What follows belongs to an exercise in optimizing a design on an open flow for small area, a short achievable clock period and few clock cycles per item; a production flow would make more cautious choices.
In this exercise RTL edits were held to simulation tests only and were not proved equivalent to the original.
Power is estimated from default activity; no workload was simulated.

Design lda_top, start of the top module:
module lda_top (
  input  logic                         clk,
  input  logic                         arst_n,
  input  logic                         wb_cyc,
  input  logic                         wb_stb,
  input  logic                         wb_we,
  input  logic [lda_pkg::WB_ADR_W-1:0] wb_adr,
  input  logic [31:0]                  wb_dat_w,
  input  logic [3:0]                   wb_sel,     
  output logic [31:0]                  wb_dat_r,
  output logic                         wb_ack
);
Size: about 80 I/O pins.
export LEC_CHECK = 0
export ABC_AREA = 1
export CAP_MARGIN = 20
export CORE_MARGIN = 2
export CORE_UTILIZATION = 55
export CTS_CLUSTER_DIAMETER = 50
export CTS_CLUSTER_SIZE = 30
export SETUP_SLACK_MARGIN = 2.5
export SLEW_MARGIN = 20
create_clock -name core_clock -period 6.5 [get_ports {clk}]
run.sh (not shown) runs the stock make flow with config.mk's settings and CLKGATE_MAP_FILE= SYNTH_SCRIPT=/design/flow/synth_recipe.tcl, a recipe that flattens the netlist after the stock synthesis.
Testbench counts at the start, summed over its fixed seeds: cycles 3,840, items 80.
Next try:
--- a/flow/config.mk
+++ b/flow/config.mk
@@ -11 +11 @@
-export CORE_UTILIZATION = 55
+export CORE_UTILIZATION = 65
@@ -14 +14 @@
-export SETUP_SLACK_MARGIN = 2.5
+export SETUP_SLACK_MARGIN = 3.0
After rerunning: The changed run went through all stages and came out clean. Global-route usage goes up by 7.1 points. Total power falls slightly. Flip-flop and latch count stays the same. Maximum frequency stays flat. Worst setup slack is better by 0.0066 ns. Wire length is higher by roughly a tenth.
Next try:
--- a/flow/config.mk
+++ b/flow/config.mk
@@ -11 +11 @@
-export CORE_UTILIZATION = 65
+export CORE_UTILIZATION = 55
@@ -14 +14 @@
-export SETUP_SLACK_MARGIN = 3.0
+export SETUP_SLACK_MARGIN = 2.75
The new run went through all stages and came out clean.
Cell area came out lower by about 2%.
Worst setup slack loses 0.058 ns.
First-iteration DRC count shrinks by 31%.
Die area went up by 18%.
Hold slack gets better by 0.029 ns.
Wire length fell by 8.5%.
Synthesized area stays the same.
Total power rises by 0.42%.
Global-route usage shrinks by 6.7 points.
Next try:
--- a/flow/config.mk
+++ b/flow/config.mk
@@ -14 +14,2 @@
-export SETUP_SLACK_MARGIN = 2.75
+export GPL_TIMING_DRIVEN = 1
+export SETUP_SLACK_MARGIN = 2.5
=> The changed run went through all stages and came out clean; non-clock buffer count is lower by 14; hold slack hardly moves; final cell count stays flat; via count decreases slightly; final area went down slightly; power is about the same; critical path depth increases by 1; sequential share of layout area grows by 0.78 points.


== build 1 ==
lda_top again, from the RTL that the note above started with.
==> flow/config.mk <==
export PLATFORM = sky130hd
export DESIGN_NAME = lda_top
export DESIGN_NICKNAME = lda_top
export VERILOG_FILES = /design/flow/design.v
export SDC_FILE = /design/flow/constraint.sdc
export NUM_CORES = 4
export LEC_CHECK = 0
export ABC_AREA = 1
export CAP_MARGIN = 20
export CORE_MARGIN = 2
export CORE_UTILIZATION = 65
export CTS_CLUSTER_DIAMETER = 50
export CTS_CLUSTER_SIZE = 30
export SETUP_SLACK_MARGIN = 2.0
export SLEW_MARGIN = 20
==> flow/constraint.sdc <==
create_clock -name core_clock -period 6.5 [get_ports {clk}]
set_input_delay 1.3000 -clock core_clock [delete_from_list [all_inputs] [get_ports {clk}]]
set_output_delay 1.3000 -clock core_clock [all_outputs]
set_load 0.01 [all_outputs]
Testbench counts of build 1, summed over its fixed seeds: cycles 3,840, items 80.
For build 77, these inputs were changed with respect to build 1:
- SETUP_SLACK_MARGIN changed from 2.0 to 2.5
Results
Proportion of power drawn by combinational gates: build 77 higher than build 1. Data arrival time of the critical path in build 77 is 0.39 ns below build 1. The higher final clock period utilization by the worst path of build 1 and build 77 is in build 1. Build 1 ended up with sky130_fd_sc_hd__clkdlybuf4s50_1 as its cell at the slowest stage of the critical path; build 77 ended up with sky130_fd_sc_hd__a211oi_4. [build 77] fill cell instance count of the final layout fell 225 relative to build 1. On build 77: share of cell area taken by multi-input logic gates is 0.43 points higher than what build 1 gave. Compared with build 1, in build 77 clock-pin slew on the worst setup and hold paths neither gained nor lost much; routed wire length picked up an extra about 3.3%; worst setup slack picked up an extra 0.39 ns. Area growth from synthesis to layout was higher in build 77 than in build 1. The run showing the smaller path depth of the worst reg2reg path is build 1. Diff build 1 -> build 77 | wire length of the first global-routing pass | increase of 3300 um.
Relative to build 77, the following input files were edited for build 27:
- CORE_UTILIZATION now 45, was 65
--- outcome ---
Half-perimeter wire length after placement is lower on build 77. Sort build 77 and build 27 by worst-path maximum fanout, ascending, and build 27 comes first. Build 27: worst-case setup margin in the final layout higher than build 77. Diff build 77..build 27 | routed wire length | negligible. Diff build 27..build 77 | maximum frequency | negligible. Taking build 77 as the reference, in build 27 power +about 0.6%; filler-free cell count of the finished design +6.9%.

static timing again, ports no longer ideal:
In the flow no input, the clock included, has a driving cell. The finished layouts below were timed again as built, in two steps. Step 1, drivers: a clkbuf_16 drives clk and a buf_2 each remaining input, both assumed. Step 2 times the ports against the registers' clock, not the clock port: input delays grow and output delays shrink by t, the midpoint of the rising clock arrivals with the driver on. Slacks: ideal ports / drivers / drivers and shift; pairs: ideal ports / drivers.
run	t, ns	slack for setup (ns)	hold slack, ns	worst register clock-pin slew, ns
the first run of note 1	0.750	2.439 / 2.362 / 2.292	0.316 / 0.316 / 0.316	0.10 / 0.10
the second run of note 1	0.742	2.445 / 2.363 / 2.128	0.288 / 0.288 / 0.288	0.11 / 0.11
the third run of note 1	0.753	2.387 / 2.309 / 2.270	0.317 / 0.317 / 0.317	0.10 / 0.10
the fourth run of note 1	0.750	2.439 / 2.362 / 2.292	0.316 / 0.316 / 0.316	0.10 / 0.10
build 1	0.736	1.979 / 1.919 / 1.919	0.297 / 0.297 / 0.297	0.10 / 0.10
build 77	0.739	2.371 / 2.322 / 2.157	0.296 / 0.296 / 0.296	0.10 / 0.10
build 27	0.766	2.378 / 2.309 / 2.309	0.298 / 0.298 / 0.298	0.10 / 0.10
After both steps every run listed still meets setup and hold. The setup slack of the second run of note 1, which loses most, moves by -0.082 ns with the drivers and by -0.317 ns with both steps.
